Source: an optimization exercise on an open RTL-to-GDS flow (aim: small area). Production flows keep margins and buffers that such runs may drop. The RTL was checked by simulation tests, not by an equivalence proof against the original design. Power figures rest on the tool's default switching activity, not on a simulated workload. The clock port is modelled as an ideal driver; clocking choices that lean on that would not hold on a real chip.

==> flow/design.v <==
`default_nettype none
package stream_buffer_pkg;
	localparam int SAMPLE_W = 16;
	localparam int WORD_W   = 2 * SAMPLE_W;
	localparam int FILL_W   = 32;
	localparam int STORE_DEPTH = 16;
	localparam int QUEUE_DEPTH = 4;
	localparam int CHAIN_DEPTH = STORE_DEPTH + QUEUE_DEPTH;
	localparam int TOTAL_W     = $clog2(CHAIN_DEPTH + 1);
	localparam int QCNT_W      = $clog2(QUEUE_DEPTH + 1);
	typedef logic [SAMPLE_W-1:0] sample_t;
	typedef logic [WORD_W-1:0]   word_t;
	typedef logic [FILL_W-1:0]   fill_t;
endpackage
`default_nettype wire
`default_nettype none
module word_packer (
	input  wire logic                       ti_clk,
	input  wire logic                       rst_n,
	input  wire logic                       write,
	input  wire stream_buffer_pkg::sample_t data_in,
	output stream_buffer_pkg::word_t        pk_data,
	output logic                            pair_done,
	output logic                            pk_valid,
	output logic                            pending
);
	stream_buffer_pkg::sample_t hold_q;
	assign pair_done = write & pending;
	always_ff @(posedge ti_clk or negedge rst_n) begin
		if (!rst_n) begin
			pending  <= 1'b0;
			pk_valid <= 1'b0;
		end else begin
			pk_valid <= pair_done;
			if (write) begin
				pending <= ~pending;
			end
		end
	end
	always_ff @(posedge ti_clk) begin
		if (write && !pending) begin
			hold_q <= data_in;
		end
	end
	assign pk_data = {hold_q, data_in};
endmodule
`default_nettype wire
`default_nettype none
module bulk_store (
	input  wire logic                                  ti_clk,
	input  wire stream_buffer_pkg::word_t              pk_data,
	input  wire logic                                  shift_lo,
	input  wire logic                                  shift_hi,
	output stream_buffer_pkg::word_t [stream_buffer_pkg::CHAIN_DEPTH-1:0] chain
);
	localparam int SD = stream_buffer_pkg::STORE_DEPTH;
	localparam int CD = stream_buffer_pkg::CHAIN_DEPTH;
	always_ff @(posedge ti_clk) begin
		if (shift_lo) begin
			chain[0] <= pk_data;
			for (int i = 1; i < SD; i++) begin
				chain[i] <= chain[i-1];
			end
		end
		if (shift_hi) begin
			for (int i = SD; i < CD; i++) begin
				chain[i] <= chain[i-1];
			end
		end
	end
endmodule
`default_nettype wire
`default_nettype none
module out_queue (
	input  wire logic                                  ti_clk,
	input  wire logic                                  rst_n,
	input  wire logic                                  push,
	input  wire logic                                  pair_done,
	input  wire logic                                  read,
	input  wire stream_buffer_pkg::word_t [stream_buffer_pkg::CHAIN_DEPTH-1:0] chain,
	output logic                                       shift_lo,
	output logic                                       shift_hi,
	output logic [stream_buffer_pkg::TOTAL_W-1:0]      total,
	output stream_buffer_pkg::word_t                   data_out
);
	localparam int CD     = stream_buffer_pkg::CHAIN_DEPTH;
	localparam int SD     = stream_buffer_pkg::STORE_DEPTH;
	localparam int QD     = stream_buffer_pkg::QUEUE_DEPTH;
	localparam int TW     = stream_buffer_pkg::TOTAL_W;
	localparam int QW     = stream_buffer_pkg::QCNT_W;
	logic [QW-1:0] qcount;
	logic          shown;
	logic          q_empty;
	logic          q_full;
	logic          q_last;
	logic          st_empty;
	logic          st_full;
	logic          xfer;
	logic          drop;
	logic          pop;
	logic          grow;
	logic          head_dn;
	logic          head_up;
	logic          head_down;
	logic [TW-1:0] total_next;
	logic [CD-1:0] head_q;
	logic [CD-1:0] sel;
	assign q_empty  = (qcount == '0);
	assign q_full   = (qcount == QW'(QD));
	assign q_last   = (qcount == QW'(1));
	assign st_empty = (total == TW'(qcount));
	assign st_full  = (total == TW'(qcount) + TW'(SD));
	assign xfer     = ~st_empty & ~q_full;
	assign drop     = push & st_full & ~xfer;
	assign pop      = read & ~q_empty;
	assign grow     = push & ~drop;
	assign total_next = total + TW'(grow) - TW'(pop);
	assign shift_lo = pair_done;
	assign shift_hi = pair_done & (total_next != TW'(CD));
	always_ff @(posedge ti_clk or negedge rst_n) begin
		if (!rst_n) begin
			total  <= '0;
			qcount <= '0;
			shown  <= 1'b0;
		end else begin
			total  <= total_next;
			qcount <= qcount + QW'(xfer) - QW'(pop);
			if (xfer) begin
				shown <= 1'b1;
			end
		end
	end
	assign head_dn   = q_empty ? xfer : (pop & ~(q_last & ~xfer));
	assign head_up   = shift_hi & ~head_dn;
	assign head_down = head_dn & ~shift_hi;
	always_ff @(posedge ti_clk or negedge rst_n) begin
		if (!rst_n) begin
			head_q <= CD'(1);
		end else if (head_up) begin
			head_q <= {head_q[CD-2:0], 1'b0};
		end else if (head_down) begin
			head_q <= {1'b0, head_q[CD-1:1]};
		end
	end
	assign sel = {head_q[CD-1:3], head_q[2:0] & {3{shown}}};
	always_comb begin
		data_out = '0;
		for (int i = 0; i < CD; i++) begin
			data_out = data_out | ({stream_buffer_pkg::WORD_W{sel[i]}} & chain[i]);
		end
	end
endmodule
`default_nettype wire
`default_nettype none
module fill_monitor (
	input  wire logic                                  ti_clk,
	input  wire logic                                  rst_n,
	input  wire logic                                  pending,
	input  wire logic [stream_buffer_pkg::TOTAL_W-1:0] total,
	output stream_buffer_pkg::fill_t                   fill_count
);
	logic [stream_buffer_pkg::TOTAL_W:0] fill_q;
	always_ff @(posedge ti_clk or negedge rst_n) begin
		if (!rst_n) begin
			fill_q <= '0;
		end else begin
			fill_q <= {total, pending};
		end
	end
	assign fill_count = stream_buffer_pkg::fill_t'(fill_q);
endmodule
`default_nettype wire
`default_nettype none
module stream_buffer (
	input  wire logic                            ti_clk,
	input  wire logic                            rst_n,
	input  wire logic                            write,
	input  wire stream_buffer_pkg::sample_t      data_in,
	input  wire logic                            read,
	output logic [stream_buffer_pkg::WORD_W-1:0] data_out,
	output stream_buffer_pkg::fill_t             fill_count
);
	stream_buffer_pkg::word_t                                   pk_data;
	logic                                                       pk_valid;
	logic                                                       pair_done;
	logic                                                       pending;
	logic                                                       shift_lo;
	logic                                                       shift_hi;
	logic [stream_buffer_pkg::TOTAL_W-1:0]                      total;
	stream_buffer_pkg::word_t [stream_buffer_pkg::CHAIN_DEPTH-1:0] chain;
	word_packer u_packer (
		.ti_clk(ti_clk), .rst_n(rst_n), .write(write), .data_in(data_in),
		.pk_data(pk_data), .pair_done(pair_done), .pk_valid(pk_valid), .pending(pending)
	);
	bulk_store u_store (
		.ti_clk(ti_clk), .pk_data(pk_data), .shift_lo(shift_lo),
		.shift_hi(shift_hi), .chain(chain)
	);
	out_queue u_queue (
		.ti_clk(ti_clk), .rst_n(rst_n), .push(pk_valid), .pair_done(pair_done), .read(read),
		.chain(chain), .shift_lo(shift_lo), .shift_hi(shift_hi),
		.total(total), .data_out(data_out)
	);
	fill_monitor u_fill (
		.ti_clk(ti_clk), .rst_n(rst_n), .pending(pending), .total(total),
		.fill_count(fill_count)
	);
endmodule
`default_nettype wire
clock: 4.0 ns
lec_check: 0
cap_margin: 20
core_margin: 2
core_utilization: 40
slew_margin: 20
standard.sh (not shown) runs the stock make flow with config.mk's settings and CLKGATE_MAP_FILE= SYNTH_SCRIPT=/design/flow/synth_recipe.tcl, a recipe that flattens the netlist after the stock synthesis.
==> flow/flow/run.sh <==
#!/bin/bash
# The standard layout (standard.sh: the ORFS flow, standard synthesis) with
# three settings changed:
#  - ports are buffered with sky130_fd_sc_hd__buf_1 instead of the default cell
#  - clock tree sinks are clustered into groups of up to 30 within 100 um
#  - clock tree synthesis inserts no dummy loads
# Full make output goes to flow_make.log; ORFS's per-step logs are under orfs/logs.
set -euo pipefail
cd "$(dirname "${BASH_SOURCE[0]}")/.."
bash standard.sh \
  "BUFFER_PORTS_ARGS=-buffer_cell sky130_fd_sc_hd__buf_1" \
  "CTS_ARGS=-sink_clustering_enable -repair_clock_nets -sink_clustering_size 30 -sink_clustering_max_diameter 100 -dont_use_dummy_load" \
  finish > flow_make.log 2>&1
Change:
--- a/flow/design.v
+++ b/flow/design.v
@@ -99,35 +99,51 @@
 	logic          drop;
 	logic          pop;
 	logic          grow;
 	logic          head_dn;
 	logic          head_up;
 	logic          head_down;
-	logic [TW-1:0] total_next;
+	logic          t_inc;
+	logic          t_dec;
+	logic          q_inc;
+	logic          q_dec;
+	logic          full_next;
 	logic [CD-1:0] head_q;
 	logic [CD-1:0] sel;
 	assign q_empty  = (qcount == '0);
-	assign q_full   = (qcount == QW'(QD));
+	assign q_full   = qcount[2];
 	assign q_last   = (qcount == QW'(1));
-	assign st_empty = (total == TW'(qcount));
-	assign st_full  = (total == TW'(qcount) + TW'(SD));
+	assign st_empty = (total[4:3] == 2'b00) & (total[2:0] == qcount);
+	assign st_full  = total[4] & (total[3:0] == {1'b0, qcount});
 	assign xfer     = ~st_empty & ~q_full;
 	assign drop     = push & st_full & ~xfer;
 	assign pop      = read & ~q_empty;
 	assign grow     = push & ~drop;
-	assign total_next = total + TW'(grow) - TW'(pop);
-	assign shift_lo = pair_done;
-	assign shift_hi = pair_done & (total_next != TW'(CD));
+	assign t_inc = grow & ~pop;
+	assign t_dec = pop & ~grow;
+	assign q_inc = xfer & ~pop;
+	assign q_dec = pop & ~xfer;
+	assign full_next = (total[4] & total[2] & ~pop) | (total[4] & total[1] & total[0] & t_inc);
+	assign shift_lo  = pair_done;
+	assign shift_hi  = pair_done & ~full_next;
 	always_ff @(posedge ti_clk or negedge rst_n) begin
 		if (!rst_n) begin
 			total  <= '0;
 			qcount <= '0;
 			shown  <= 1'b0;
 		end else begin
-			total  <= total_next;
-			qcount <= qcount + QW'(xfer) - QW'(pop);
+			if (t_inc) begin
+				total <= total + 1'b1;
+			end else if (t_dec) begin
+				total <= total - 1'b1;
+			end
+			if (q_inc) begin
+				qcount <= qcount + 1'b1;
+			end else if (q_dec) begin
+				qcount <= qcount - 1'b1;
+			end
 			if (xfer) begin
 				shown <= 1'b1;
 			end
 		end
 	end
 	assign head_dn   = q_empty ? xfer : (pop & ~(q_last & ~xfer));
Critical path depth is lower by 10.
Total power came out lower by 1.4%.
Fmax came out higher by 0.96%.
Clock-buffer cell count is unchanged.
Worst setup slack is better by 0.033 ns.
Final area hardly moves.
Die area barely changes.
Global-route usage came out lower by 0.17 points.
Wire length came out lower by about 0.3%.
Flip-flop and latch count stays the same.

==> separate check: timing with driven ports <==
In the flow no input, the clock included, has a driving cell. The finished layouts below were timed again as built, in two steps.
Step 1 (the two cells are an assumption about what drives the block):
set clk [get_ports {ti_clk}]
set_driving_cell -lib_cell sky130_fd_sc_hd__clkbuf_16 $clk
set_driving_cell -lib_cell sky130_fd_sc_hd__buf_2 [delete_from_list [all_inputs] $clk]
Step 2 also shifts input and output timing later by t, the mid clock arrival at the registers, as if the neighbouring blocks saw the same clock.
Three values: ideal ports, drivers, drivers and shift; two values: the first two.
run	t, ns	setup WS [ns]	worst hold slack (ns)	worst register clock-pin slew, ns	cell pins on the clock port's net
the first run	0.637	0.473 / 0.423 / 0.250	0.329 / 0.292 / 0.405	0.12 / 0.12	1
the second run	0.637	0.507 / 0.446 / 0.952	0.295 / 0.265 / 0.386	0.12 / 0.12	1
After both steps setup and hold are still met in every run listed. For the first run, which loses most, drivers alone change the setup slack by -0.050 ns; drivers and shift together by -0.223 ns.
